From an optimization exercise on the open Yosys and OpenROAD flow, aimed at small area, a short achievable clock period and few clock cycles per item; shortcuts taken in it are not production practice.
Power is estimated from default activity; no workload was simulated.

==> module gear_param_sched, before the edit <==
module gear_param_sched #(
   parameter int GEAR_W      = 8,
   parameter int PARAM_W     = 40,
   parameter int DEPTH       = 32,
   parameter int STABLE_CNT  = 4,
   parameter int ACK_TIMEOUT = 1023,
   parameter logic [PARAM_W-1:0] PARAM_DEFAULT = '0
) (
   input  logic                     clk,
   input  logic                     rst_n,
   input  logic [GEAR_W-1:0]        gear_in,
   input  logic                     cfg_we,
   input  logic [$clog2(DEPTH)-1:0] cfg_addr,
   input  logic                     cfg_valid,
   input  logic [GEAR_W-1:0]        cfg_code,
   input  logic [PARAM_W-1:0]       cfg_param,
   output logic [PARAM_W-1:0]       param_out,
   output logic                     param_req,
   input  logic                     param_ack,
   output logic                     busy,
   output logic                     unknown_err,
   output logic                     timeout_err,
   input  logic                     err_clr
);
   localparam int IDX_W = $clog2(DEPTH);
   localparam int TMO_W = $clog2(ACK_TIMEOUT + 1);
   localparam int NTAP  = 16;
   localparam int SPAN  = DEPTH / NTAP;      
   localparam int HI_W  = $clog2(NTAP);
   localparam int LO_W  = $clog2(SPAN);
   logic [GEAR_W-1:0]  sync1_q, sync2_q, prev_q;
   logic [2:0]         stab_q, stab_d;
   logic               restart, ready;
   logic [DEPTH-1:0]   rv_q;
   logic [GEAR_W-1:0]  rc_q [DEPTH];
   logic [PARAM_W-1:0] rp_q [DEPTH];
   logic [IDX_W-1:0]   rot_q;
   logic               wpend_q, cmt_q;
   logic [IDX_W-1:0]   wa;
   logic               wv;
   logic               commit;
   logic               best_f_q;
   logic [PARAM_W-1:0] best_p_q;
   logic [TMO_W-1:0]   tmo_q;
   logic [PARAM_W-1:0] param_q;
   logic               req_q;
   logic               act_valid_q, miss_valid_q;
   logic [GEAR_W-1:0]  act_code_q, miss_code_q;
   logic               unk_q, tmo_err_q;
   assign wa      = act_code_q[IDX_W-1:0];
   assign wv      = act_code_q[IDX_W];
   assign commit  = wpend_q && (rot_q == {wa[3:0], wa[4]});
   assign restart = (sync2_q != prev_q) || wpend_q || cmt_q;
   assign ready   = (stab_q == 3'd2) || (stab_q == 3'd3);
   always_comb begin
      if (restart)
         stab_d = 3'd0;
      else if (stab_q == 3'd3)
         stab_d = 3'd3;
      else
         stab_d = stab_q + 3'd1;
   end
   logic [NTAP-1:0]    tmatch, tsel_d, tsel_q;
   logic               take;
   logic [PARAM_W-1:0] cand_p;
   logic               best_b_q;
   always_comb begin
      for (int j = 0; j < NTAP; j++)
         tmatch[j] = rv_q[j*SPAN+1] && (rc_q[j*SPAN+1] == sync2_q);
   end
   logic [NTAP-1:0] wrap_m, mw;
   always_comb begin
      wrap_m = '0;
      for (int r = 0; r < DEPTH; r++)
         if (rot_q == IDX_W'(r))
            for (int j = 0; j < NTAP; j++)
               wrap_m[j] = (j + ((r + 1) % DEPTH) / 2) >= NTAP;
   end
   always_comb begin
      logic [NTAP-1:0] src;
      logic            seen;
      mw   = tmatch & wrap_m;
      src  = (|mw) ? mw : tmatch;
      seen = 1'b0;
      for (int j = 0; j < NTAP; j++) begin
         tsel_d[j] = src[j] && !seen;
         seen      = seen || src[j];
      end
   end
   always_comb begin
      cand_p = '0;
      for (int j = 0; j < NTAP; j++)
         cand_p = cand_p | ({PARAM_W{tsel_q[j]}} & rp_q[j*SPAN]);
   end
   assign take = (|tsel_q) && !restart && !wpend_q && (!best_f_q || (rot_q[0] < best_b_q));
   logic idle, qual, supp, go, hit;
   assign idle = !req_q;
   assign qual = ready && !restart;
   assign supp = (act_valid_q && (sync2_q == act_code_q)) ||
                 (miss_valid_q && (sync2_q == miss_code_q));
   assign go   = idle && qual && !supp && !cfg_we;
   assign hit  = best_f_q;
   logic req_fall;
   assign req_fall = req_q && (param_ack || (tmo_q == TMO_W'(ACK_TIMEOUT - 1)));
   always_ff @(posedge clk or negedge rst_n) begin
      if (!rst_n) begin
         sync1_q      <= '0;
         sync2_q      <= '0;
         prev_q       <= '0;
         stab_q       <= 3'd5;
         rv_q         <= '0;
         rot_q        <= '0;
         wpend_q      <= 1'b0;
         cmt_q        <= 1'b0;
         best_f_q     <= 1'b0;
         tmo_q        <= '0;
         param_q      <= PARAM_DEFAULT;
         req_q        <= 1'b0;
         act_valid_q  <= 1'b0;
         act_code_q   <= '0;
         miss_valid_q <= 1'b0;
         miss_code_q  <= '0;
         unk_q        <= 1'b0;
         tmo_err_q    <= 1'b0;
      end else begin
         sync1_q <= gear_in;
         sync2_q <= sync1_q;
         prev_q  <= sync2_q;
         stab_q  <= stab_d;
         rot_q   <= rot_q + IDX_W'(1);
         for (int p = 0; p < DEPTH - 1; p++)
            rv_q[p] <= rv_q[p+1];
         rv_q[DEPTH-1] <= commit ? wv : rv_q[0];
         if (cfg_we)
            wpend_q <= 1'b1;
         else if (commit)
            wpend_q <= 1'b0;
         cmt_q <= commit;
         if (restart)
            best_f_q <= 1'b0;
         else if (take)
            best_f_q <= 1'b1;
         if (go) begin
            if (hit) begin
               req_q       <= 1'b1;
               tmo_q       <= '0;
               act_valid_q <= 1'b1;
               act_code_q  <= sync2_q;
            end else begin
               miss_valid_q <= 1'b1;
               miss_code_q  <= sync2_q;
            end
         end else if (req_fall) begin
            req_q <= 1'b0;
         end else if (req_q) begin
            tmo_q <= tmo_q + TMO_W'(1);
         end
         if (go && hit)
            param_q <= best_p_q;
         if (cfg_we) begin
            act_valid_q  <= 1'b0;
            miss_valid_q <= 1'b0;
            act_code_q   <= GEAR_W'({cfg_valid, cfg_addr});
            miss_code_q  <= cfg_code;
         end
         unk_q     <= (go && !hit) || (unk_q && !err_clr);
         tmo_err_q <= (req_fall && !param_ack) || (tmo_err_q && !err_clr);
      end
   end
   always_ff @(posedge clk) begin
      tsel_q <= tsel_d;
      if (take)
         best_b_q <= rot_q[0];
      if (cfg_we)
         best_p_q <= cfg_param;
      else if (take)
         best_p_q <= cand_p;
   end
   for (genvar p = 0; p < DEPTH; p++) begin : g_ring
      if (p == DEPTH - 1) begin : g_port
         always_ff @(posedge clk) begin
            rc_q[p] <= commit ? miss_code_q : rc_q[0];
            rp_q[p] <= commit ? best_p_q : rp_q[0];
         end
      end else begin : g_shift
         always_ff @(posedge clk) begin
            rc_q[p] <= rc_q[p+1];
            rp_q[p] <= rp_q[p+1];
         end
      end
   end
   assign param_out   = param_q;
   assign param_req   = req_q;
   assign busy        = req_q;
   assign unknown_err = unk_q;
   assign timeout_err = tmo_err_q;
endmodule
clock: 6.0 ns
lec_check: 0
cap_margin: 20
core_margin: 2
core_utilization: 45
place_density: 0.6
setup_slack_margin: 3.5
slew_margin: 20
run.sh (not shown) runs the stock make flow with config.mk's settings and CLKGATE_MAP_FILE= SYNTH_SCRIPT=/design/flow/synth_recipe.tcl, a recipe that flattens the netlist after the stock synthesis.
Rerun with:
--- a/flow/design.v
+++ b/flow/design.v
@@ -25,5 +25,5 @@
    localparam int IDX_W = $clog2(DEPTH);
    localparam int TMO_W = $clog2(ACK_TIMEOUT + 1);
-   localparam int NTAP  = 16;
+   localparam int NTAP  = 8;
    localparam int SPAN  = DEPTH / NTAP;      
    localparam int HI_W  = $clog2(NTAP);
@@ -50,5 +50,5 @@
    assign wa      = act_code_q[IDX_W-1:0];
    assign wv      = act_code_q[IDX_W];
-   assign commit  = wpend_q && (rot_q == {wa[3:0], wa[4]});
+   assign commit  = wpend_q && (rot_q == {wa[2:0], wa[4:3]});
    assign restart = (sync2_q != prev_q) || wpend_q || cmt_q;
    assign ready   = (stab_q == 3'd2) || (stab_q == 3'd3);
@@ -61,37 +61,32 @@
          stab_d = stab_q + 3'd1;
    end
-   logic [NTAP-1:0]    tmatch, tsel_d, tsel_q;
-   logic               take;
+   logic [NTAP-1:0]    tmatch, tsel;
+   logic [HI_W-1:0]    rot_hi;
+   logic [LO_W-1:0]    rot_lo;
+   logic               cand_f, take;
    logic [PARAM_W-1:0] cand_p;
-   logic               best_b_q;
+   logic [LO_W-1:0]    best_b_q;
+   assign rot_hi = rot_q[IDX_W-1:LO_W];
+   assign rot_lo = rot_q[LO_W-1:0];
    always_comb begin
       for (int j = 0; j < NTAP; j++)
-         tmatch[j] = rv_q[j*SPAN+1] && (rc_q[j*SPAN+1] == sync2_q);
-   end
-   logic [NTAP-1:0] wrap_m, mw;
-   always_comb begin
-      wrap_m = '0;
-      for (int r = 0; r < DEPTH; r++)
-         if (rot_q == IDX_W'(r))
-            for (int j = 0; j < NTAP; j++)
-               wrap_m[j] = (j + ((r + 1) % DEPTH) / 2) >= NTAP;
+         tmatch[j] = rv_q[j*SPAN] && (rc_q[j*SPAN] == sync2_q);
    end
    always_comb begin
-      logic [NTAP-1:0] src;
-      logic            seen;
-      mw   = tmatch & wrap_m;
-      src  = (|mw) ? mw : tmatch;
-      seen = 1'b0;
       for (int j = 0; j < NTAP; j++) begin
-         tsel_d[j] = src[j] && !seen;
-         seen      = seen || src[j];
+         tsel[j] = tmatch[j];
+         for (int k = 0; k < NTAP; k++) begin
+            if (k != j && (HI_W'(k + rot_hi) < HI_W'(j + rot_hi)) && tmatch[k])
+               tsel[j] = 1'b0;
+         end
       end
+      cand_f = |tmatch;
    end
    always_comb begin
       cand_p = '0;
       for (int j = 0; j < NTAP; j++)
-         cand_p = cand_p | ({PARAM_W{tsel_q[j]}} & rp_q[j*SPAN]);
+         cand_p = cand_p | ({PARAM_W{tsel[j]}} & rp_q[j*SPAN]);
    end
-   assign take = (|tsel_q) && !restart && !wpend_q && (!best_f_q || (rot_q[0] < best_b_q));
+   assign take = cand_f && !wpend_q && (restart || !best_f_q || (rot_lo < best_b_q));
    logic idle, qual, supp, go, hit;
    assign idle = !req_q;
@@ -100,5 +95,5 @@
                  (miss_valid_q && (sync2_q == miss_code_q));
    assign go   = idle && qual && !supp && !cfg_we;
-   assign hit  = best_f_q;
+   assign hit  = take || best_f_q;
    logic req_fall;
    assign req_fall = req_q && (param_ack || (tmo_q == TMO_W'(ACK_TIMEOUT - 1)));
@@ -138,5 +133,5 @@
          cmt_q <= commit;
          if (restart)
-            best_f_q <= 1'b0;
+            best_f_q <= cand_f && !wpend_q;
          else if (take)
             best_f_q <= 1'b1;
@@ -157,5 +152,5 @@
          end
          if (go && hit)
-            param_q <= best_p_q;
+            param_q <= take ? cand_p : best_p_q;
          if (cfg_we) begin
             act_valid_q  <= 1'b0;
@@ -169,7 +164,6 @@
    end
    always_ff @(posedge clk) begin
-      tsel_q <= tsel_d;
       if (take)
-         best_b_q <= rot_q[0];
+         best_b_q <= rot_lo;
       if (cfg_we)
          best_p_q <= cfg_param;
After rerunning:
- final cell count is about the same
- cell area increases by a few percent
- combinational power rose by about a fifth
- synthesized area fell by a few percent
- power goes down slightly
- utilization goes up by 4.3 points
- via count drops by a few percent
- routed wire length went down slightly
No functional check of the RTL was part of any run of this note.

## static timing again, ports no longer ideal
How much do the figures lean on ideal ports? The routed layouts below were timed once more, with nothing changed but the port constraints. Step 1: set_driving_cell puts a clkbuf_16 on clk and a buf_2 on each other input, an assumption about the parent block. Step 2 also shifts input and output timing later by t, the mid clock arrival at the registers, as if the neighbouring blocks saw the same clock. Slacks: ideal ports / drivers / drivers and shift; pairs: ideal ports / drivers.
run | t, ns | slack for setup (ns) | worst hold slack (ns) | worst setup path at the end
the first run | 0.803 | 2.596 / 2.596 / 2.596 | 0.303 / 0.303 / 0.303 | register to register
the second run | 0.817 | 2.663 / 2.663 / 2.627 | 0.307 / 0.307 / 0.307 | input to register
After both steps setup and hold are still met in every run listed. The setup slack of the second run, which loses most, moves by 0.000 ns with the drivers and by -0.036 ns with both steps.
